Source: an optimization exercise on an open RTL-to-GDS flow (aim: small area, a short achievable clock period and few clock cycles per item). Production flows keep margins and buffers that such runs may drop. No run shown here included a check of the RTL's function; only the layout flow was run. Power is estimated from default activity; no workload was simulated.

[design/flow/config.mk]
export PLATFORM = sky130hd
export DESIGN_NAME = trimmed_mean_ph_converter
export DESIGN_NICKNAME = trimmed_mean_ph_converter
export VERILOG_FILES = /design/flow/design.v
export SDC_FILE = /design/flow/constraint.sdc
export NUM_CORES = 4
export LEC_CHECK = 0
export CAP_MARGIN = 20
export CORE_MARGIN = 2
export CORE_UTILIZATION = 40
export SLEW_MARGIN = 20
[design/flow/constraint.sdc]
create_clock -name core_clock -period 8.0 [get_ports {i_clk}]
set_input_delay 1.6000 -clock core_clock [delete_from_list [all_inputs] [get_ports {i_clk}]]
set_output_delay 1.6000 -clock core_clock [all_outputs]
set_load 0.01 [all_outputs]
[design/flow/design.v]
package tmpc_pkg;
    localparam int DEF_WINDOW      = 10;
    localparam int DEF_DROP        = 2;
    localparam int DEF_SAMPLE_BITS = 12;
    localparam int OFFSET_W   = 17;
    localparam int GAIN_W     = 20;
    localparam int PH_W       = 18;
    localparam int TSUM_W     = 15;
    localparam int CFG_IDX_W  = 2;
    localparam int CFG_DATA_W = 20;
    localparam logic [CFG_IDX_W-1:0] REG_OFFSET = 2'd0;
    localparam logic [CFG_IDX_W-1:0] REG_GAIN   = 2'd1;
    localparam logic signed [OFFSET_W-1:0] OFFSET_RESET = 17'sd21340;
    localparam logic [GAIN_W-1:0]          GAIN_RESET   = 20'd304000;
endpackage
import tmpc_pkg::*;
module tmpc_ctrl
#(
    parameter int WINDOW      = DEF_WINDOW,
    parameter int DROP        = DEF_DROP,
    parameter int SAMPLE_BITS = DEF_SAMPLE_BITS
) (
    input  logic                   i_clk,
    input  logic                   i_rst_n,
    input  logic                   i_start,
    input  logic [SAMPLE_BITS-1:0] i_sample,
    output logic                   o_busy,
    output logic [SAMPLE_BITS-1:0] o_x,         
    output logic                   o_xv,        
    output logic                   o_first,     
    output logic                   o_pop_ok,    
    output logic                   o_pfirst,    
    output logic                   o_last       
);
    localparam int FILL_W = $clog2(WINDOW);
    logic [FILL_W-1:0] r_cnt;
    assign o_busy = 1'b0;
    always_ff @(posedge i_clk) begin
        o_x <= i_sample;
        if (!i_rst_n) begin
            o_xv <= 1'b0;
        end else begin
            o_xv <= i_start;
        end
    end
    assign o_first  = (r_cnt == '0);
    assign o_pop_ok = (r_cnt >= FILL_W'(DROP));
    assign o_pfirst = (r_cnt == FILL_W'(DROP));
    assign o_last   = (r_cnt == FILL_W'(WINDOW - 1));
    always_ff @(posedge i_clk) begin
        if (!i_rst_n) begin
            r_cnt <= '0;
        end else if (o_xv) begin
            r_cnt <= o_last ? '0 : r_cnt + 1'b1;
        end
    end
endmodule
import tmpc_pkg::*;
module tmpc_dp
#(
    parameter int SAMPLE_BITS = DEF_SAMPLE_BITS
) (
    input  logic                         i_clk,
    input  logic                         i_rst_n,
    input  logic [SAMPLE_BITS-1:0]       i_x,
    input  logic                         i_xv,
    input  logic                         i_first,
    input  logic                         i_pop_ok,
    input  logic                         i_pfirst,
    input  logic                         i_last,
    input  logic                         i_cfg_wr,
    input  logic [CFG_IDX_W-1:0]         i_cfg_index,
    input  logic [CFG_DATA_W-1:0]        i_cfg_data,
    output logic                         o_valid,
    output logic signed [PH_W-1:0]       o_ph_milli,
    output logic [TSUM_W-1:0]            o_trimmed_sum
);
    localparam int SB  = SAMPLE_BITS;
    localparam int AW  = TSUM_W;           
    localparam int XW  = GAIN_W + 3;       
    localparam int PW  = XW - 2;           
    logic [SB-1:0] r_m1, r_m2;             
    logic          w_lt1, w_lt2;
    logic [SB-1:0] r_p;
    logic          r_pv, r_pfirst, r_plast;
    logic [SB-1:0] r_x1, r_x2;             
    logic          r_sub1, r_sub2, r_subx, r_done;
    assign w_lt1 = i_x < r_m1;
    assign w_lt2 = i_x < r_m2;
    always_ff @(posedge i_clk) begin
        if (i_xv) begin
            if (i_first) begin
                r_m1 <= i_x;
                r_m2 <= '1;
            end else begin
                r_m1 <= w_lt1 ? i_x : r_m1;
                r_m2 <= w_lt1 ? r_m1 : (w_lt2 ? i_x : r_m2);
            end
        end
    end
    logic [SB-1:0] w_x1n;                  
    always_ff @(posedge i_clk) begin
        if (r_pv && r_plast) begin
            r_p <= ~w_x1n;
        end else if (r_sub1) begin
            r_p <= ~r_x2;
        end else if (i_xv && i_pop_ok) begin
            r_p <= w_lt2 ? r_m2 : i_x;
        end else begin
            r_p <= '0;
        end
    end
    always_ff @(posedge i_clk) begin
        if (!i_rst_n) begin
            r_pv     <= 1'b0;
            r_pfirst <= 1'b0;
            r_plast  <= 1'b0;
        end else begin
            r_pv     <= i_xv && i_pop_ok;
            r_pfirst <= i_xv && i_pfirst;
            r_plast  <= i_xv && i_last;
        end
    end
    logic          w_gt1, w_gt2;
    logic [AW-1:0] r_acc;
    assign w_gt1 = r_p > r_x1;
    assign w_gt2 = r_p > r_x2;
    assign w_x1n = w_gt1 ? r_p : r_x1;
    always_ff @(posedge i_clk) begin
        if (r_pv) begin
            if (r_pfirst) begin
                r_x1 <= r_p;
                r_x2 <= '0;
            end else begin
                r_x1 <= w_x1n;
                r_x2 <= w_gt1 ? r_x1 : (w_gt2 ? r_p : r_x2);
            end
        end
    end
    always_ff @(posedge i_clk) begin
        r_acc <= (r_pfirst ? AW'(2) : r_acc) + {{(AW-SB){r_subx}}, r_p};
    end
    always_ff @(posedge i_clk) begin
        if (!i_rst_n) begin
            r_sub1 <= 1'b0;
            r_sub2 <= 1'b0;
            r_subx <= 1'b0;
            r_done <= 1'b0;
        end else begin
            r_sub1 <= r_pv && r_plast;
            r_sub2 <= r_sub1;
            r_subx <= (r_pv && r_plast) || r_sub1;
            r_done <= r_sub2;
        end
    end
    logic signed [OFFSET_W-1:0] r_offset;
    logic [GAIN_W-1:0]          r_gain;
    always_ff @(posedge i_clk) begin
        if (!i_rst_n) begin
            r_offset <= OFFSET_RESET;
            r_gain   <= GAIN_RESET;
        end else if (i_cfg_wr) begin
            if (i_cfg_index == REG_OFFSET) r_offset <= $signed(i_cfg_data[OFFSET_W-1:0]);
            if (i_cfg_index == REG_GAIN)   r_gain   <= i_cfg_data[GAIN_W-1:0];
        end
    end
    localparam int RW = 18;
    logic [RW-1:0]   r_sum;
    logic [3:0]      r_step;               
    logic            r_off;
    logic            r_valid;
    logic signed [XW-1:0] r_w;             
    logic signed [XW-1:0] r_b;             
    logic [2:0]      w_dig;
    logic            w_neg, w_one, w_two, w_off;
    logic signed [XW-1:0] w_bn;
    always_comb begin
        if (r_done) begin
            w_dig = {r_acc[1], r_acc[0], 1'b0};
        end else if (r_step != 4'd0 && r_step < 4'd8) begin
            w_dig = r_sum[3:1];
        end else begin
            w_dig = 3'b000;
        end
        w_neg = ~w_dig[2] & (w_dig[1] | w_dig[0]);     
        w_one = w_dig[1] ^ w_dig[0];
        w_two = (w_dig[2] & ~w_dig[1] & ~w_dig[0]) | (~w_dig[2] & w_dig[1] & w_dig[0]);
        w_off = (r_step == 4'd8);
        w_bn  = ({XW{w_one}} & XW'({1'b0, r_gain})) |
                ({XW{w_two}} & XW'({1'b0, r_gain, 1'b0})) |
                ({XW{w_off}} & {{(XW-OFFSET_W){r_offset[OFFSET_W-1]}}, r_offset});
        w_bn  = w_bn ^ {XW{w_neg}};
    end
    always_ff @(posedge i_clk) begin
        if (!i_rst_n) begin
            r_step  <= 4'd0;
            r_valid <= 1'b0;
        end else begin
            r_step  <= r_done ? 4'd1 :
                       ((r_step != 4'd0 && r_step != 4'd9) ? r_step + 4'd1 : 4'd0);
            r_valid <= (r_step == 4'd9);
        end
    end
    always_ff @(posedge i_clk) begin
        r_b   <= w_bn;
        r_off <= w_off;
    end
    always_ff @(posedge i_clk) begin
        if (r_done) begin
            r_sum <= RW'(r_acc);
        end else begin
            r_sum <= {r_sum[1:0], r_sum[RW-1:2]};
        end
    end
    logic [AW:0]          w_n;             
    logic [AW+1:0]        w_x;             
    logic [AW+1:0]        w_ax;            
    logic signed [PW-1:0] w_p;
    logic signed [XW-1:0] w_a, w_s, w_sc;
    logic                 w_sat;
    assign w_ax = {1'b0, r_acc, 1'b0};
    always_comb begin
        for (int i = 0; i <= AW; i++) begin
            w_n[i] = ((i % 2) == 0) ? (~w_ax[i+2] & (w_ax[i+1] | w_ax[i])) : 1'b0;
        end
        w_x   = (AW+2)'(w_n) + (AW+2)'(16'hFFFF);
        w_p   = r_w[XW-1:2];
        w_a   = {{2{w_p[PW-1]}}, w_p};
        w_s   = w_a + r_b;
        w_sc  = w_a + XW'({~r_offset[OFFSET_W-1], r_offset});
        w_sat = r_off & w_sc[XW-1];
    end
    always_ff @(posedge i_clk) begin
        if (r_done) begin
            r_w <= XW'({w_x, 2'b00});
        end else begin
            r_w <= {w_s[XW-1:PH_W], w_s[PH_W-1] | w_sat, w_s[PH_W-2:0] & {(PH_W-1){~w_sat}}};
        end
    end
    assign o_valid       = r_valid;
    assign o_ph_milli    = r_w[PH_W-1:0];
    assign o_trimmed_sum = r_sum[AW-1:0];
endmodule
import tmpc_pkg::*;
module trimmed_mean_ph_converter
#(
    parameter int WINDOW      = DEF_WINDOW,
    parameter int DROP        = DEF_DROP,
    parameter int SAMPLE_BITS = DEF_SAMPLE_BITS
) (
    input  logic                   i_clk,
    input  logic                   i_rst_n,
    input  logic                   i_start,
    output logic                   o_busy,
    input  logic [SAMPLE_BITS-1:0] i_sample,
    output logic                   o_valid,
    output logic signed [PH_W-1:0] o_ph_milli,
    output logic [TSUM_W-1:0]      o_trimmed_sum,
    input  logic                   i_cfg_valid,
    output logic                   o_cfg_ready,
    input  logic [CFG_IDX_W-1:0]   i_cfg_index,
    input  logic [CFG_DATA_W-1:0]  i_cfg_data
);
    logic [SAMPLE_BITS-1:0] w_x;
    logic w_xv, w_first, w_pop_ok, w_pfirst, w_last;
    assign o_cfg_ready = 1'b1;
    tmpc_ctrl #(
        .WINDOW      (WINDOW),
        .DROP        (DROP),
        .SAMPLE_BITS (SAMPLE_BITS)
    ) u_ctrl (
        .i_clk    (i_clk),
        .i_rst_n  (i_rst_n),
        .i_start  (i_start),
        .i_sample (i_sample),
        .o_busy   (o_busy),
        .o_x      (w_x),
        .o_xv     (w_xv),
        .o_first  (w_first),
        .o_pop_ok (w_pop_ok),
        .o_pfirst (w_pfirst),
        .o_last   (w_last)
    );
    tmpc_dp #(
        .SAMPLE_BITS (SAMPLE_BITS)
    ) u_dp (
        .i_clk         (i_clk),
        .i_rst_n       (i_rst_n),
        .i_x           (w_x),
        .i_xv          (w_xv),
        .i_first       (w_first),
        .i_pop_ok      (w_pop_ok),
        .i_pfirst      (w_pfirst),
        .i_last        (w_last),
        .i_cfg_wr      (i_cfg_valid & o_cfg_ready),
        .i_cfg_index   (i_cfg_index),
        .i_cfg_data    (i_cfg_data),
        .o_valid       (o_valid),
        .o_ph_milli    (o_ph_milli),
        .o_trimmed_sum (o_trimmed_sum)
    );
endmodule
[design/flow/flow/run.sh]
#!/bin/bash
# Standard ORFS flow; port buffers are sky130_fd_sc_hd__buf_2; repair aims for 5 ns setup margin;
# clock tree from clkbuf_16 clusters of up to 30 sinks, no dummy loads.
set -euo pipefail
export BUFFER_PORTS_ARGS="-buffer_cell sky130_fd_sc_hd__buf_2"
export CTS_ARGS="-sink_clustering_enable -repair_clock_nets -dont_use_dummy_load -sink_clustering_size 30 -sink_clustering_max_diameter 100 -buf_list sky130_fd_sc_hd__clkbuf_16 -distance_between_buffers 500 -branching_point_buffers_distance 500"
bash standard.sh SETUP_SLACK_MARGIN=5 finish > make_finish.log 2>&1
[design/flow/standard.sh]
#!/bin/bash
# synth_recipe.tcl (not shown) runs the flow's synth.tcl, then flattens the netlist and writes it again
# the make line also repeats each setting of config.mk as NAME=value (left out here)
make -C /OpenROAD-flow-scripts/flow DESIGN_CONFIG=/design/flow/config.mk WORK_HOME=/design/flow/orfs CLKGATE_MAP_FILE= SYNTH_SCRIPT=/design/flow/synth_recipe.tcl "${@:-finish}"
==> load_flow_metrics.sql, run 1 <==
INSERT INTO impl_metrics (metric_group, metric, value, unit) VALUES
('worst_hold_path', 'hold_path.startpoint', 'u_dp.r_sum[5]', ''),
('power', 'powerDensity', '169', 'nW/um2'),
('sta', 'timing.final.max_slew_violations', '0', ''),
('finish', 'n_fill_cell', '2788', ''),
('sta', 'final_period_minus_worst_setup_slack', '2850', 'ps'),
('drt', 'route.detailed.drc', '0', ''),
('setup_path', 'ff2ff_path_depth', '9', ''),
('sta', 'rsz_0062_raised_after_global_routing', 'true', ''),
('synthesis', 'ys_types', '74', ''),
('sta', 'fin_ws', '5150', 'ps'),
('worst_hold_path', 'min_path_type', 'reg2reg', ''),
('synthesis', 'synth.cell_area', '11700', 'um2'),
('sta', 'final_tns_setup', '0', 'ps'),
('synthesis', 'avgSynthCellArea', '9.50', 'um2'),
('setup_path', 'critPathKind', 'reg2reg', ''),
('global_route', 'gr-usage-all-layers', '0.171', ''),
('finish', 'layout.cells.non_filler', '1617', ''),
('finish', 'area_growth', '6.32', '%'),
('synthesis', 'yosysWarnings', '2', ''),
('finish', 'antenna-diode-count', '0', ''),
('global_route', 'antenna_found_initial', '0', ''),
('clocking', 'cts.path.max_buffers', '3', ''),
('placed_design', 'post-place-ws', '4950', 'ps'),
('power', 'report.power.total', '2.10', 'mW'),
('sta', 'worst-slew-pin-transition', '1040', 'ps'),
('setup_path', 'regToRegSetupSlack', '5150', 'ps'),
('sta', 'fin_worst_skew', '65.7', 'ps'),
('synthesis', 'async_reset_ff_frac', '0', ''),
('die', 'die_h', '175', 'um'),
('finish', 'post_route_cells_drive_above_1_share', '0.123', ''),
('clocking', 'clock_tree.htree_level_count', '1', ''),
('die', 'area_of_the_core_region', '28800', 'um2'),
('synthesis', 'multiplexer_share_of_the_synthesized_area', '0.0641', ''),
('synthesis', 'synth_compound_area_frac', '0.181', ''),
('synthesis', 'synthesis.instances', '1232', ''),
('drt', 'final_routed_wirelength_across_all_metal_layers', '26300', 'um'),
('setup_path', 'cp_max_fo', '4', ''),
('setup_path', 'crit_path_end_kind', 'register', ''),
('clocking', 'numCtsBuffers', '12', ''),
('synthesis', 'top_ff_cell_synth', 'dfxtp_1', ''),
('finish', 'layout.cells.most_common_list', '155 x dfxtp_1, 135 x nand2_1, 104 x ha_1', ''),
('finish', 'final_nets', '1379', ''),
('die', 'io_pins', '74', ''),
('sta', 'achievable-frequency', '0.351', 'GHz'),
('setup_path', 'element_type_at_the_critical_path_start', 'register', ''),
('die', 'die_width', '175', 'um'),
('setup_path', 'arrival', '3160', 'ps'),
('clocking', 'tritoncts', 'done', ''),
('sta', 'finalSetupViolations', '0', ''),
('power', 'max-vdd-ir-drop', '193', 'uV'),
('global_route', 'grt_pass1_vias', '8069', ''),
('synthesis', 'synth.yosys.seq_area_share', '0.392', ''),
('clocking', 'worstSkewPairLatency', '480', 'ps'),
('die', 'initial_core_util', '0.406', ''),
('worst_hold_path', 'hold_depth', '1', ''),
('die', 'fp.dieArea', '30600', 'um2'),
('die', 'floorplan.rows', '62', ''),
('sta', 'timing.max_slew.rel_slack', '0.308', ''),
('synthesis', 'synth_enable_flop_cells', '48', ''),
('status', 'outcome', 'complete, no violations', ''),
('drt', 'detail_route.iter0.violations', '679', ''),
('synthesis', 'synth-adder-area-share', '0.115', ''),
('drt', 'vias', '8673', ''),
('clocking', 'cts_num_sinks', '205', ''),
('global_route', 'wire_length_of_the_first_global_routing_pass', '42800', 'um'),
('drt', 'drt.antenna.violating_nets', '0', ''),
('synthesis', 'synthSimpleGateAreaFrac', '0.136', ''),
('global_route', 'grt_start_max_net_pins', '55', ''),
('power', 'p_leak', '5.29', 'nW'),
('synthesis', 'syn_nets', '1376', ''),
('finish', 'mostFrequentLayoutCell', 'dfxtp_1', '');
[kinds of logic (layout without fill, tap and decap cells)]
group                      after synthesis  count (layout)
DFF                                    205             205
buffers and inverters                  170             171
xor gates and xnor gates                56              56
AOI/OAI and AO/OA                      297             297
and+or+nand+nor                        328             328
muxes                                   68              68
adders and majority gates              106             106
other                                    2               2
[worst max path at each step]
stage                             start             to  slack, ps  depth (start not counted)
final                       u_dp.r_w[2]   u_dp.r_w[20]       5150                          9
after global routing        u_dp.r_w[2]   u_dp.r_w[20]       4970                          9
after CTS                 u_ctrl.o_x[1]  u_dp.r_m1[10]       5030                          6
after detailed placement   u_dp.r_p[11]   u_dp.r_x2[7]       4950                          9
after global placement     u_dp.r_m2[7]    u_dp.r_p[7]       4980                          9
after floorplan            u_dp.r_x1[1]   u_dp.r_x2[0]       5050                          9
[area by class of cell]
cell class / count / area (um2) / area share
clock buffer: 12 / 300 / 0.0241
inverter: 77 / 289 / 0.0232
multi-input combinational: 857 / 6330 / 0.509
sequential: 205 / 4590 / 0.369
tap: 384 / 480 / 0.0386
timing repair buffer: 82 / 450 / 0.0362
[through the flow]
step	hold slack [ps]	cell area, um2	util
2_1_floorplan	412	11700	-
3_3_place_gp	417	12100	0.419
3_5_place_dp	420	12100	0.419
5_1_grt	446	12400	0.432
4_1_cts	423	12400	0.430
6_report	422	12400	0.432
[worst max-delay path: stages, from the launching register on]
cell and delay [ps]:
dfxtp_1 460, ha_1 230, inv_1 60, fa_1 390
nand2b_1 180, a21oi_1 260, o21a_1 250, a221oi_1 170
o311ai_2 330, mux2_1 340
[Yosys cell counts, types with 22 or more instances]
cell type,count,area (um2)
dfxtp_1,157,3140
nand2_1,135,507
ha_1,104,1300
inv_1,75,282
a21oi_1,54,270
edfxtp_1,48,1440
nor2_1,47,176
clkbuf_1,43,161
xnor2_1,42,368
buf_4,37,278
o211ai_1,33,248
mux2_2,32,360
a21boi_0,28,210
o21ai_0,28,140
nor2b_1,26,163
nand3_1,22,110
[routing by layer]
metal	up-vias	routed length (um)	global-route usage
met5	-	0	0
met4	0	411	0.0337
met3	30	1040	0.0185
met2	179	10900	0.252
met1	4050	14000	0.267
li1	4414	-	-
[flip-flops by register name (all words and copies together), names as in the netlist, 15 cells and up]
| name | cells |
|---|---|
| u_dp.r_gain | 20 |
| u_dp.r_offset | 17 |
| u_dp.r_b | 22 |
| u_dp.r_w | 23 |
| u_dp.r_acc | 15 |
| u_dp.r_sum | 18 |
[power breakdown]
group,switching (mW),internal (mW),total (mW)
Combinational,0.177,0.153,0.330
Sequential,0.0660,1.11,1.18
Clock,0.323,0.270,0.593
Total,0.567,1.53,2.10
[timing repair]
item,CTS,global route
endpoints found under the setup margin,35,34
buffers inserted,0,6
gates resized for setup,4,2
pin swaps,0,1
hold buffers,0,0
==> run 2: changes to the inputs <==
--- a/design/flow/design.v
+++ b/design/flow/design.v
@@ -104,10 +104,8 @@
             r_p <= ~w_x1n;
         end else if (r_sub1) begin
             r_p <= ~r_x2;
-        end else if (i_xv && i_pop_ok) begin
-            r_p <= w_lt2 ? r_m2 : i_x;
         end else begin
-            r_p <= '0;
+            r_p <= w_lt2 ? r_m2 : i_x;
         end
     end
     always_ff @(posedge i_clk) begin
@@ -138,7 +136,9 @@
         end
     end
     always_ff @(posedge i_clk) begin
-        r_acc <= (r_pfirst ? AW'(2) : r_acc) + {{(AW-SB){r_subx}}, r_p};
+        if (r_pv || r_subx) begin
+            r_acc <= (r_pfirst ? AW'(2) : r_acc) + {{(AW-SB){r_subx}}, r_p};
+        end
     end
     always_ff @(posedge i_clk) begin
         if (!i_rst_n) begin
==> design/flow/flow/run.sh (replaced) <==
#!/bin/bash
set -euo pipefail
export BUFFER_PORTS_ARGS="-buffer_cell sky130_fd_sc_hd__buf_2"
export CTS_ARGS="-sink_clustering_enable -repair_clock_nets -dont_use_dummy_load -sink_clustering_size 25 -sink_clustering_max_diameter 150 -buf_list sky130_fd_sc_hd__clkbuf_16 -root_buf sky130_fd_sc_hd__clkbuf_16 -distance_between_buffers 2000 -branching_point_buffers_distance 2000"
bash standard.sh SETUP_SLACK_MARGIN=5.3 finish > make_finish.log 2>&1
==> load_flow_metrics.sql, run 2 <==
INSERT INTO impl_metrics (metric_group, metric, value, unit) VALUES
('status', 'outcome', 'complete, no violations', ''),
('finish', 'final_nets', '1347', ''),
('sta', 'timing.final.max_slew_violations', '0', ''),
('die', 'area_of_the_core_region', '28000', 'um2'),
('worst_hold_path', 'hold_depth', '1', ''),
('setup_path', 'critical_path.n_buffers_inverters', '1', ''),
('synthesis', 'ys_types', '78', ''),
('synthesis', 'synth_enable_flop_cells', '63', ''),
('synthesis', 'synth.cell_area', '11400', 'um2'),
('sta', 'finalHoldViolCount', '0', ''),
('clocking', 'cts_num_sinks', '205', ''),
('setup_path', 'ff2ff_path_depth', '9', ''),
('drt', 'drt.antenna.violating_nets', '0', ''),
('finish', 'flip_flop_count_of_the_largest_register_all_copies_and_words_added', '23', ''),
('finish', 'reg_top3', 'u_dp.r_w (23), u_dp.r_b (22), u_dp.r_gain (20)', ''),
('synthesis', 'synth_most_common_cell', 'nand2_1', ''),
('finish', 'n_fill_cell', '2711', ''),
('finish', 'postLayoutCoreUtil', '0.442', ''),
('finish', 'layout.cells.most_common_list', '146 x nand2_1, 126 x dfxtp_1, 103 x ha_1', ''),
('finish', 'area_growth', '8.13', '%'),
('setup_path', 'regToRegSetupSlack', '5350', 'ps'),
('sta', 'rsz_0062_raised_after_global_routing', 'true', ''),
('clocking', 'clkTransAtPathRegs', '110', 'ps'),
('setup_path', 'critPathKind', 'reg2out', ''),
('sta', 'finalSetupViolations', '0', ''),
('placed_design', 'io_buffers', '71', ''),
('synthesis', 'yosysWarnings', '2', ''),
('synthesis', 'async_reset_ff_frac', '0', ''),
('setup_path', 'crit_path_end_kind', 'primary output', ''),
('die', 'initial_core_util', '0.409', ''),
('drt', 'dr.pass1.iters', '8', ''),
('setup_path', 'cp_max_fo', '3', ''),
('drt', 'vias', '8312', ''),
('clocking', 'clock_tree.htree_level_count', '1', ''),
('drt', 'vias_per_cell', '5.26', ''),
('global_route', 'gr-usage-all-layers', '0.168', ''),
('worst_hold_path', 'min_path_type', 'reg2reg', ''),
('clocking', 'numCtsBuffers', '12', ''),
('clocking', 'tritoncts', 'done', ''),
('placed_design', 'post-place-ws', '4200', 'ps'),
('placed_design', 'post-dp-hpwl', '19200', 'um'),
('power', 'report.power.total', '1.94', 'mW'),
('worst_hold_path', 'hold_path_end', 'u_dp.r_done', ''),
('global_route', 'wire_length_of_the_first_global_routing_pass', '41600', 'um'),
('synthesis', 'top_ff_cell_synth', 'dfxtp_1', ''),
('synthesis', 'avgSynthCellArea', '9.67', 'um2'),
('die', 'die_width', '173', 'um'),
('setup_path', 'crit_path_top_delay_cell', 'dfxtp_2', ''),
('sta', 'worst-slew-pin-transition', '1050', 'ps'),
('setup_path', 'element_type_at_the_critical_path_start', 'register', ''),
('synthesis', 'synthesis.instances', '1184', ''),
('die', 'floorplan.rows', '61', ''),
('die', 'io_pins', '74', ''),
('setup_path', 'critical-path-max-stage-delay', '420', 'ps'),
('global_route', 'grt_start_max_net_pins', '55', ''),
('power', 'p_leak', '5.16', 'nW'),
('synthesis', 'synth.yosys.seq_area_share', '0.414', ''),
('global_route', 'antenna_found_initial', '0', ''),
('sta', 'final_period_minus_worst_setup_slack', '2650', 'ps'),
('finish', 'post_route_cells_drive_above_1_share', '0.140', ''),
('drt', 'route.detailed.drc', '0', ''),
('sta', 'fin_ws', '5350', 'ps'),
('setup_path', 'critPathRequiredTime', '6400', 'ps'),
('drt', 'detail_route.iter0.violations', '581', ''),
('run', 'drv.max_cap_violation_count', '0', ''),
('clocking', 'cts.path.max_buffers', '3', ''),
('sta', 'fin_worst_skew', '57.5', 'ps'),
('synthesis', 'proportion_of_netlist_area_held_by_the_largest_area_contributor', '0.248', ''),
('global_route', 'gr-total-overflow', '0', ''),
('setup_path', 'arrival', '1050', 'ps'),
('drt', 'final_routed_wirelength_across_all_metal_layers', '25800', 'um'),
('sta', 'achievable-frequency', '0.377', 'GHz'),
('finish', 'antenna-diode-count', '0', ''),
('setup_path', 'reg_to_reg_start', 'u_dp.r_acc[1]', ''),
('sta', 'fin_crit_share', '0.332', ''),
('finish', 'largest-register', 'u_dp.r_w', ''),
('drt', 'routed_wire_length_per_instance', '16.3', 'um'),
('synthesis', 'ys_ff_latch', '205', ''),
('sta', 'final_tns_setup', '0', 'ps'),
('clocking', 'clock_tree.root_cell', 'clkbuf_16', ''),
('global_route', 'grt_pass1_vias', '7831', ''),
('setup_path', 'path_cells', 'buf_2', ''),
('power', 'max-vdd-ir-drop', '151', 'uV'),
('placed_design', 'gp_congestion', '0.837', ''),
('worst_hold_path', 'hold_path.startpoint', 'u_dp.r_sub2', ''),
('synthesis', 'syn_nets', '1328', ''),
('die', 'fp.dieArea', '30000', 'um2'),
('finish', 'mostFrequentLayoutCell', 'nand2_1', ''),
('synthesis', 'post-synth-top-area-cell', 'dfxtp_1', ''),
('clocking', 'worstSkewPairLatency', '470', 'ps'),
('die', 'die_h', '173', 'um'),
('finish', 'design_area', '12400', 'um2'),
('finish', 'register_area', '4760', 'um2'),
('synthesis', 'yosys-top-cells-count', '146 x nand2_1, 142 x dfxtp_1, 104 x ha_1', ''),
('power', 'powerDensity', '157', 'nW/um2'),
('sta', 'timing.max_slew.rel_slack', '0.298', ''),
('placed_design', 'placedInstanceArea', '11800', 'um2'),
('setup_path', 'cp_top_family', 'flip-flops', ''),
('finish', 'multi_input_area', '6090', 'um2'),
('setup_path', 'rr_endpoint', 'u_dp.r_acc[13]', ''),
('synthesis', 'largest_cells_by_area_after_synthesis', 'dfxtp_1 25%, edfxtp_1 17%, ha_1 11%', '');
-- run 2: per-layer routing --
layer | track usage | vias up | wire, um
met4 | 0.0357 | 0 | 481
met2 | 0.251 | 189 | 10800
met3 | 0.0222 | 29 | 1040
met1 | 0.257 | 3858 | 13400
li1 | - | 4236 | -
met5 | 0 | - | 0
-- run 2: area by class of cell --
cell class | count | area share
tap | 378 | 0.0382
clock buffer | 12 | 0.0243
sequential | 205 | 0.384
inverter | 63 | 0.0191
multi-input combinational | 832 | 0.492
timing repair buffer | 89 | 0.0420
-- run 2: where the power goes --
part	leakage, nW	internal, mW	switching, mW
clock	0.148	0.270	0.334
combinational	3.29	0.0930	0.113
sequential	1.72	1.10	0.0278
total	5.16	1.46	0.475
-- run 2: worst max-delay path by stage --
stage,start,depth (start not counted),to
final,u_dp.r_w[10],1,o_ph_milli[10]
after detailed placement,u_dp.r_x1[1],9,u_dp.r_x2[1]
after CTS,u_dp.r_w[4],1,o_ph_milli[4]
after floorplan,u_dp.r_pfirst,11,u_dp.r_acc[13]
after global placement,u_dp.r_x1[1],9,u_dp.r_x2[0]
after global routing,u_dp.r_w[2],10,u_dp.r_w[22]
-- run 2: kinds of logic (layout without fill, tap and decap cells) --
family          Yosys count  after routing  synth area share
fa+ha+maj               106            106             0.117
simple gates            344            344             0.143
xor+xnor                 60             60            0.0459
other cells               2              2          0.000656
compound gates          264            265             0.165
buf+inv                 148            164            0.0635
mux                      55             55            0.0515
flops                   205            205             0.414
-- run 2: timing repair --
action | CTS | global route
endpoints found under the setup margin | 75 | 89
pin swaps | 1 | 3
hold buffers | 0 | 0
gates resized for setup | 18 | 12
setup buffers | 2 | 11
cloned | 1 | 0
-- run 2: stage by stage --
stage,hold WS [ps],instances
3_5_place_dp,423,1553
2_1_floorplan,412,1184
5_1_grt,463,1579
3_3_place_gp,416,1553
6_report,444,1579
4_1_cts,445,1568
==> run 3: changes to the inputs <==
--- a/design/flow/design.v
+++ b/design/flow/design.v
@@ -36,7 +36,7 @@
     logic [FILL_W-1:0] r_cnt;
     assign o_busy = 1'b0;
     always_ff @(posedge i_clk) begin
-        o_x <= i_sample;
+        o_x <= i_start ? i_sample : '1;
         if (!i_rst_n) begin
             o_xv <= 1'b0;
         end else begin
@@ -88,14 +88,12 @@
     assign w_lt1 = i_x < r_m1;
     assign w_lt2 = i_x < r_m2;
     always_ff @(posedge i_clk) begin
-        if (i_xv) begin
-            if (i_first) begin
-                r_m1 <= i_x;
-                r_m2 <= '1;
-            end else begin
-                r_m1 <= w_lt1 ? i_x : r_m1;
-                r_m2 <= w_lt1 ? r_m1 : (w_lt2 ? i_x : r_m2);
-            end
+        if (i_first) begin
+            r_m1 <= i_x;
+            r_m2 <= '1;
+        end else begin
+            r_m1 <= w_lt1 ? i_x : r_m1;
+            r_m2 <= w_lt1 ? r_m1 : (w_lt2 ? i_x : r_m2);
         end
     end
     logic [SB-1:0] w_x1n;                  
@@ -104,8 +102,10 @@
             r_p <= ~w_x1n;
         end else if (r_sub1) begin
             r_p <= ~r_x2;
-        end else begin
+        end else if (i_xv && i_pop_ok) begin
             r_p <= w_lt2 ? r_m2 : i_x;
+        end else begin
+            r_p <= '0;
         end
     end
     always_ff @(posedge i_clk) begin
@@ -125,20 +125,16 @@
     assign w_gt2 = r_p > r_x2;
     assign w_x1n = w_gt1 ? r_p : r_x1;
     always_ff @(posedge i_clk) begin
-        if (r_pv) begin
-            if (r_pfirst) begin
-                r_x1 <= r_p;
-                r_x2 <= '0;
-            end else begin
-                r_x1 <= w_x1n;
-                r_x2 <= w_gt1 ? r_x1 : (w_gt2 ? r_p : r_x2);
-            end
+        if (r_pfirst) begin
+            r_x1 <= r_p;
+            r_x2 <= '0;
+        end else begin
+            r_x1 <= w_x1n;
+            r_x2 <= w_gt1 ? r_x1 : (w_gt2 ? r_p : r_x2);
         end
     end
     always_ff @(posedge i_clk) begin
-        if (r_pv || r_subx) begin
-            r_acc <= (r_pfirst ? AW'(2) : r_acc) + {{(AW-SB){r_subx}}, r_p};
-        end
+        r_acc <= (r_pfirst ? AW'(2) : r_acc) + {{(AW-SB){r_subx}}, r_p};
     end
     always_ff @(posedge i_clk) begin
         if (!i_rst_n) begin
==> design/flow/flow/run.sh (replaced) <==
#!/bin/bash
set -euo pipefail
export BUFFER_PORTS_ARGS="-buffer_cell sky130_fd_sc_hd__buf_2"
export CTS_ARGS="-sink_clustering_enable -repair_clock_nets -dont_use_dummy_load -sink_clustering_size 25 -sink_clustering_max_diameter 150 -buf_list sky130_fd_sc_hd__clkbuf_16 -root_buf sky130_fd_sc_hd__clkbuf_16 -distance_between_buffers 2000 -branching_point_buffers_distance 2000"
bash standard.sh SETUP_SLACK_MARGIN=5.5 finish > make_finish.log 2>&1
==> load_flow_metrics.sql, run 3 <==
INSERT INTO impl_metrics (metric_group, metric, value, unit) VALUES
('status', 'outcome', 'complete, no violations', ''),
('synthesis', 'synthesis.instances', '1222', ''),
('global_route', 'antenna_found_initial', '0', ''),
('die', 'initial_core_util', '0.404', ''),
('worst_hold_path', 'hold_path.startpoint', 'u_dp.r_sum[17]', ''),
('global_route', 'gr-usage-all-layers', '0.177', ''),
('sta', 'final_tns_setup', '0', 'ps'),
('power', 'max-vdd-ir-drop', '172', 'uV'),
('setup_path', 'path_cells', 'buf_6', ''),
('drt', 'routed_wire_length_per_instance', '16.5', 'um'),
('sta', 'timing.max_slew.rel_slack', '0.426', ''),
('clocking', 'numCtsBuffers', '12', ''),
('clocking', 'clock_tree.root_cell', 'clkbuf_16', ''),
('synthesis', 'syn_nets', '1366', ''),
('setup_path', 'critical_path.n_buffers_inverters', '1', ''),
('clocking', 'clkTransAtPathRegs', '110', 'ps'),
('synthesis', 'ys_types', '72', ''),
('placed_design', 'gp_congestion', '0.876', ''),
('finish', 'mostFrequentLayoutCell', 'dfxtp_1', ''),
('die', 'io_pins', '74', ''),
('synthesis', 'avgSynthCellArea', '9.16', 'um2'),
('setup_path', 'cp_num_cells', '1', ''),
('drt', 'final_routed_wirelength_across_all_metal_layers', '27400', 'um'),
('finish', 'area_growth', '17.6', '%'),
('drt', 'vias', '8768', ''),
('global_route', 'grt_start_max_net_pins', '54', ''),
('clocking', 'worstSkewPairLatency', '470', 'ps'),
('worst_hold_path', 'hold_depth', '1', ''),
('synthesis', 'post-synth-top-area-cell', 'dfxtp_1', ''),
('worst_hold_path', 'hold_path_end', 'u_dp.r_sum[15]', ''),
('global_route', 'gr-total-overflow', '0', ''),
('synthesis', 'async_reset_ff_frac', '0', ''),
('die', 'area_of_the_core_region', '27700', 'um2'),
('setup_path', 'reg_to_reg_start', 'u_dp.r_p[7]', ''),
('global_route', 'grt_pass1_vias', '8133', ''),
('die', 'die_h', '171', 'um'),
('sta', 'fin_worst_hold_slack', '445', 'ps'),
('setup_path', 'critical_path.startpoint', 'u_dp.r_w[4]', ''),
('placed_design', 'post-dp-hpwl', '19500', 'um'),
('die', 'fp.dieArea', '29400', 'um2'),
('die', 'floorplan.rows', '61', ''),
('sta', 'timing.final.max_slew_violations', '0', ''),
('sta', 'finalHoldViolCount', '0', ''),
('setup_path', 'critical-path-max-stage-delay', '380', 'ps'),
('drt', 'vias_per_cell', '5.29', ''),
('setup_path', 'regToRegSetupSlack', '5450', 'ps'),
('setup_path', 'crit_path_end_kind', 'primary output', ''),
('sta', 'fin_crit_share', '0.321', ''),
('power', 'p_leak', '5.50', 'nW'),
('finish', 'flip_flop_count_of_the_largest_register_all_copies_and_words_added', '23', ''),
('synthesis', 'synth_most_common_cell', 'dfxtp_1', ''),
('synthesis', 'ys_ff_latch', '205', ''),
('global_route', 'wire_length_of_the_first_global_routing_pass', '42100', 'um'),
('sta', 'finalSetupViolations', '0', ''),
('setup_path', 'ff2ff_path_depth', '10', ''),
('setup_path', 'cp_max_fo', '2', ''),
('synthesis', 'proportion_of_netlist_area_held_by_the_largest_area_contributor', '0.345', ''),
('sta', 'final_period_minus_worst_setup_slack', '2570', 'ps'),
('worst_hold_path', 'min_path_type', 'reg2reg', ''),
('synthesis', 'synth_enable_flop_cells', '12', ''),
('clocking', 'cts_num_sinks', '205', ''),
('drt', 'dr.pass1.iters', '5', ''),
('sta', 'fin_worst_skew', '57.4', 'ps'),
('synthesis', 'top_ff_cell_synth', 'dfxtp_1', ''),
('clocking', 'cts.path.max_buffers', '3', ''),
('synthesis', 'largest_cells_by_area_after_synthesis', 'dfxtp_1 35%, ha_1 12%, nand2_1 4.4%', ''),
('setup_path', 'arrival', '970', 'ps'),
('setup_path', 'rr_endpoint', 'u_dp.r_x1[11]', ''),
('finish', 'final_nets', '1426', ''),
('drt', 'route.detailed.drc', '0', ''),
('finish', 'antenna-diode-count', '0', ''),
('finish', 'largest-register', 'u_dp.r_w', ''),
('setup_path', 'element_type_at_the_critical_path_start', 'register', ''),
('power', 'powerDensity', '261', 'nW/um2'),
('placed_design', 'io_buffers', '71', ''),
('drt', 'detail_route.iter0.violations', '658', ''),
('sta', 'rsz_0062_raised_after_global_routing', 'true', ''),
('die', 'die_width', '171', 'um'),
('finish', 'post_route_cells_drive_above_1_share', '0.236', ''),
('sta', 'achievable-frequency', '0.389', 'GHz'),
('drt', 'drt.antenna.violating_nets', '0', ''),
('synthesis', 'yosysWarnings', '2', ''),
('finish', 'reg_top3', 'u_dp.r_w (23), u_dp.r_b (22), u_dp.r_gain (20)', ''),
('finish', 'layout.cells.most_common_list', '143 x dfxtp_1, 122 x nand2_1, 93 x ha_1', ''),
('synthesis', 'synth.yosys.seq_area_share', '0.377', ''),
('setup_path', 'cp_top_family', 'flip-flops', ''),
('run', 'drv.max_cap_violation_count', '0', ''),
('sta', 'worst-slew-pin-transition', '859', 'ps'),
('synthesis', 'yosys-top-cells-count', '193 x dfxtp_1, 132 x nand2_1, 104 x ha_1', ''),
('clocking', 'tritoncts', 'done', ''),
('setup_path', 'critPathRequiredTime', '6400', 'ps'),
('clocking', 'clock_tree.htree_level_count', '1', ''),
('synthesis', 'synth.cell_area', '11200', 'um2'),
('setup_path', 'crit_path_top_delay_cell', 'dfxtp_4', ''),
('setup_path', 'critPathKind', 'reg2out', '');
## run 3: cell types whose count changed in the layout (fill, tap and decap cells not counted), sizes merged, moves of 12 or more
| cell | delta |
|---|---|
| buf | +44 |
| a31oi | +12 |
| a211oi | +25 |
| a32oi | +12 |
| a21oi | -15 |
| edfxtp | -51 |
| a2bb2oi | +12 |
| or3 | -18 |
| dfxtp | +51 |
| nand2 | -14 |
| nand2b | +15 |
## run 3: logic make-up after synthesis
group | Yosys count | synth area share
AND/OR/NAND/NOR | 326 | 0.139
AO/OA/AOI/OAI | 310 | 0.196
flip-flops | 205 | 0.377
buffers and inverters | 158 | 0.0674
adder cells (fa/ha/maj) | 106 | 0.120
XOR/XNOR | 61 | 0.0477
multiplexers | 54 | 0.0517
other | 2 | 0.000671
## run 3: what timing repair did
item,4_1_cts,5_1_grt
endpoints found under the hold margin,0,0
setup buffers,35,15
hold buffers,0,0
cloned,3,2
gates resized for setup,107,83
endpoints found under the setup margin,91,132
pin swaps,13,20
## run 3: through the flow
stage / instances / setup WS, ps / cell area, um2 / util / total power, mW
final: 1658 / 5430 / 13200 / 0.475 / 3.44
after global routing: 1658 / 5390 / 13200 / 0.475 / 3.64
after CTS: 1641 / 5400 / 12700 / 0.459 / 3.30
after detailed placement: 1591 / 5050 / 11700 / 0.421 / 2.41
after global placement: 1591 / 5090 / 11700 / 0.421 / 2.40
after floorplan: 1222 / 5470 / 11300 / - / 2.18
## run 3: per-layer routing
metal	vias to the layer above	global-route usage	wire, um
met2	172	0.273	11800
met5	-	0	0
met3	27	0.0177	964
li1	4465	-	-
met1	4104	0.268	14300
met4	0	0.0335	371
## run 3: worst max path at each step
stage | endpoint | slack (ps)
after floorplan | u_dp.r_offset[12] | 5470
after CTS | o_ph_milli[3] | 5400
after global placement | u_dp.r_offset[1] | 5090
after global routing | u_dp.r_x1[11] | 5390
final | o_ph_milli[4] | 5430
after detailed placement | u_dp.r_offset[1] | 5050
## run 3: where the power goes
part / total, mW / internal [mW] / switching, mW
Sequential: 1.31 / 1.18 / 0.130
Combinational: 1.53 / 0.775 / 0.752
Clock: 0.598 / 0.270 / 0.328
## run 3: area by class of cell
type | count | area [um2]
clock buffer | 12 | 300
fill | 2567 | 14500
inverter | 67 | 255
multi-input combinational | 860 | 6610
sequential | 205 | 4330
tap | 378 | 473
timing repair buffer | 136 | 1210
==> run 4: changes to the inputs <==
==> design/flow/flow/run.sh (replaced) <==
#!/bin/bash
set -euo pipefail
export BUFFER_PORTS_ARGS="-buffer_cell sky130_fd_sc_hd__buf_2"
export CTS_ARGS="-sink_clustering_enable -repair_clock_nets -dont_use_dummy_load -sink_clustering_size 25 -sink_clustering_max_diameter 150 -buf_list sky130_fd_sc_hd__clkbuf_16 -root_buf sky130_fd_sc_hd__clkbuf_16 -distance_between_buffers 2000 -branching_point_buffers_distance 2000"
bash standard.sh SETUP_SLACK_MARGIN=5.3 finish > make_finish.log 2>&1
==> load_flow_metrics.sql, run 4 <==
INSERT INTO impl_metrics (metric_group, metric, value, unit) VALUES
('drt', 'vias_per_cell', '5.29', ''),
('sta', 'final_tns_setup', '0', 'ps'),
('global_route', 'antenna_found_initial', '0', ''),
('power', 'power.switching_fraction', '0.362', ''),
('drt', 'routed_wire_length_per_instance', '16.1', 'um'),
('power', 'max-vdd-ir-drop', '169', 'uV'),
('placed_design', 'post-place-ws', '5020', 'ps'),
('finish', 'area_growth', '8.16', '%'),
('power', 'power.share.clock', '0.194', ''),
('sta', 'achievable-frequency', '0.379', 'GHz'),
('finish', 'antenna-diode-count', '0', ''),
('synthesis', 'syn_nets', '1366', ''),
('setup_path', 'critPathKind', 'reg2out', ''),
('power', 'report.power.total', '3.10', 'mW'),
('sta', 'finalSetupViolations', '0', ''),
('setup_path', 'arrival', '1040', 'ps'),
('placed_design', 'io_buffers', '71', ''),
('finish', 'layout.cells.most_common_list', '179 x dfxtp_1, 132 x nand2_1, 103 x ha_1', ''),
('sta', 'rsz_0062_raised_after_global_routing', 'true', ''),
('finish', 'largest-register', 'u_dp.r_w', ''),
('synthesis', 'synth_enable_flop_cells', '12', ''),
('die', 'die_width', '171', 'um'),
('finish', 'flip_flop_count_of_the_largest_register_all_copies_and_words_added', '23', ''),
('finish', 'design_area', '12100', 'um2'),
('placed_design', 'gp_congestion', '0.907', ''),
('die', 'io_pins', '74', ''),
('global_route', 'grt_use_met2', '0.262', ''),
('worst_hold_path', 'min_path_type', 'reg2reg', ''),
('global_route', 'grt_pass1_vias', '8055', ''),
('synthesis', 'synth.cell_area', '11200', 'um2'),
('synthesis', 'synth.yosys.seq_area_share', '0.377', ''),
('run', 'drv.max_cap_violation_count', '0', ''),
('clocking', 'clkTransAtPathRegs', '100', 'ps'),
('global_route', 'grt_start_max_net_pins', '51', ''),
('drt', 'vias', '8525', ''),
('drt', 'dr.pass1.iters', '5', ''),
('synthesis', 'avgSynthCellArea', '9.16', 'um2'),
('setup_path', 'cp_top_family', 'flip-flops', ''),
('status', 'outcome', 'complete, no violations', ''),
('synthesis', 'async_reset_ff_frac', '0', ''),
('clocking', 'clock_tree.htree_level_count', '1', ''),
('setup_path', 'ff2ff_path_depth', '8', ''),
('die', 'die_h', '171', 'um'),
('die', 'fp.dieArea', '29400', 'um2'),
('drt', 'drt.antenna.violating_nets', '0', ''),
('clocking', 'numCtsBuffers', '12', ''),
('placed_design', 'post-dp-hpwl', '19600', 'um'),
('finish', 'final_nets', '1380', ''),
('synthesis', 'ys_ff_latch', '205', '');
[run 4: cell families (layout without fill, tap and decap cells)]
family,count (synthesis),in the layout,synth area share
buffers and inverters,158,169,0.0674
adders and majority gates,106,106,0.120
xor gates and xnor gates,61,61,0.0477
other,2,2,0.000671
muxes,54,54,0.0517
DFF,205,205,0.377
and+or+nand+nor,326,326,0.139
AOI/OAI and AO/OA,310,311,0.196
[run 4: path summary, 6_finish.rpt]
check / from / slack [ps] / to
max: u_dp.r_sum[3] / 5360 / o_trimmed_sum[3]
min: u_dp.r_sub2 / 450 / u_dp.r_done
max reg2reg: u_dp.r_p[7] / 5370 / u_dp.r_x1[6]
min reg2reg: u_dp.r_sub2 / 450 / u_dp.r_done
[run 4: power by group through the flow]
stage,logic [mW],registers (mW),clock network [mW]
2_1_floorplan,0.917,1.26,0
3_5_place_dp,1.07,1.33,0
4_1_cts,1.16,1.31,0.619
3_3_place_gp,1.05,1.33,0
6_report,1.18,1.31,0.601
5_1_grt,1.33,1.33,0.662
[run 4: per-stage QoR]
step | std cells | hold WS, ps
2_1_floorplan | 1222 | 412
3_3_place_gp | 1589 | 415
3_5_place_dp | 1589 | 420
4_1_cts | 1610 | 446
5_1_grt | 1612 | 466
6_report | 1612 | 446
[run 4: area by class of cell]
type	instances	area, um2	area share
Multi-Input combinational cell	860	6330	0.522
Sequential cell	205	4240	0.350
Timing Repair Buffer	89	507	0.0418
Tap cell	378	473	0.0390
Clock buffer	12	300	0.0248
Inverter	67	255	0.0211
Timing Repair inverter	1	5.00	0.000413
[run 4: what timing repair did]
action | CTS | global route
buffers inserted | 8 | 1
resized for setup | 17 | 20
cloned | 1 | 1
hold buffers | 0 | 0
pin swaps | 2 | 2
endpoints found under the setup margin | 57 | 68
[run 4: metal layers]
layer  up-vias  part of all wire
met2       137              0.42
met5         -                 0
met1      3977              0.52
li1       4379                 -
met3        32             0.035
met4         0             0.019

[afterwards: timing with drivers on the ports]
In the flow no input, the clock included, has a driving cell. The finished layouts below were timed again as built, in two steps. Step 1 assumes that a clkbuf_16 drives the clock port and a buf_2 every other input. Step 2 moves the port delays by t, midway between the first and last clock arrival at a register: inputs arrive t later, outputs are due t later. That takes back most of the time a late clock gives input paths. Slacks: ideal ports / drivers / drivers and shift; pairs: ideal ports / drivers.
run	t (ns)	setup WS [ns]	worst register clock-pin slew, ns	worst data-port slew with drivers (ns)
run 1	0.503	5.149 / 5.149 / 5.112	0.12 / 0.12	0.05
run 2	0.488	5.346 / 5.304 / 5.110	0.11 / 0.11	0.04
run 3	0.495	5.430 / 5.381 / 5.265	0.11 / 0.11	0.03
run 4	0.489	5.362 / 5.318 / 5.051	0.10 / 0.10	0.04
After both steps every run listed still meets setup and hold. For run 4, which loses most, drivers alone change the setup slack by -0.044 ns; drivers and shift together by -0.311 ns.
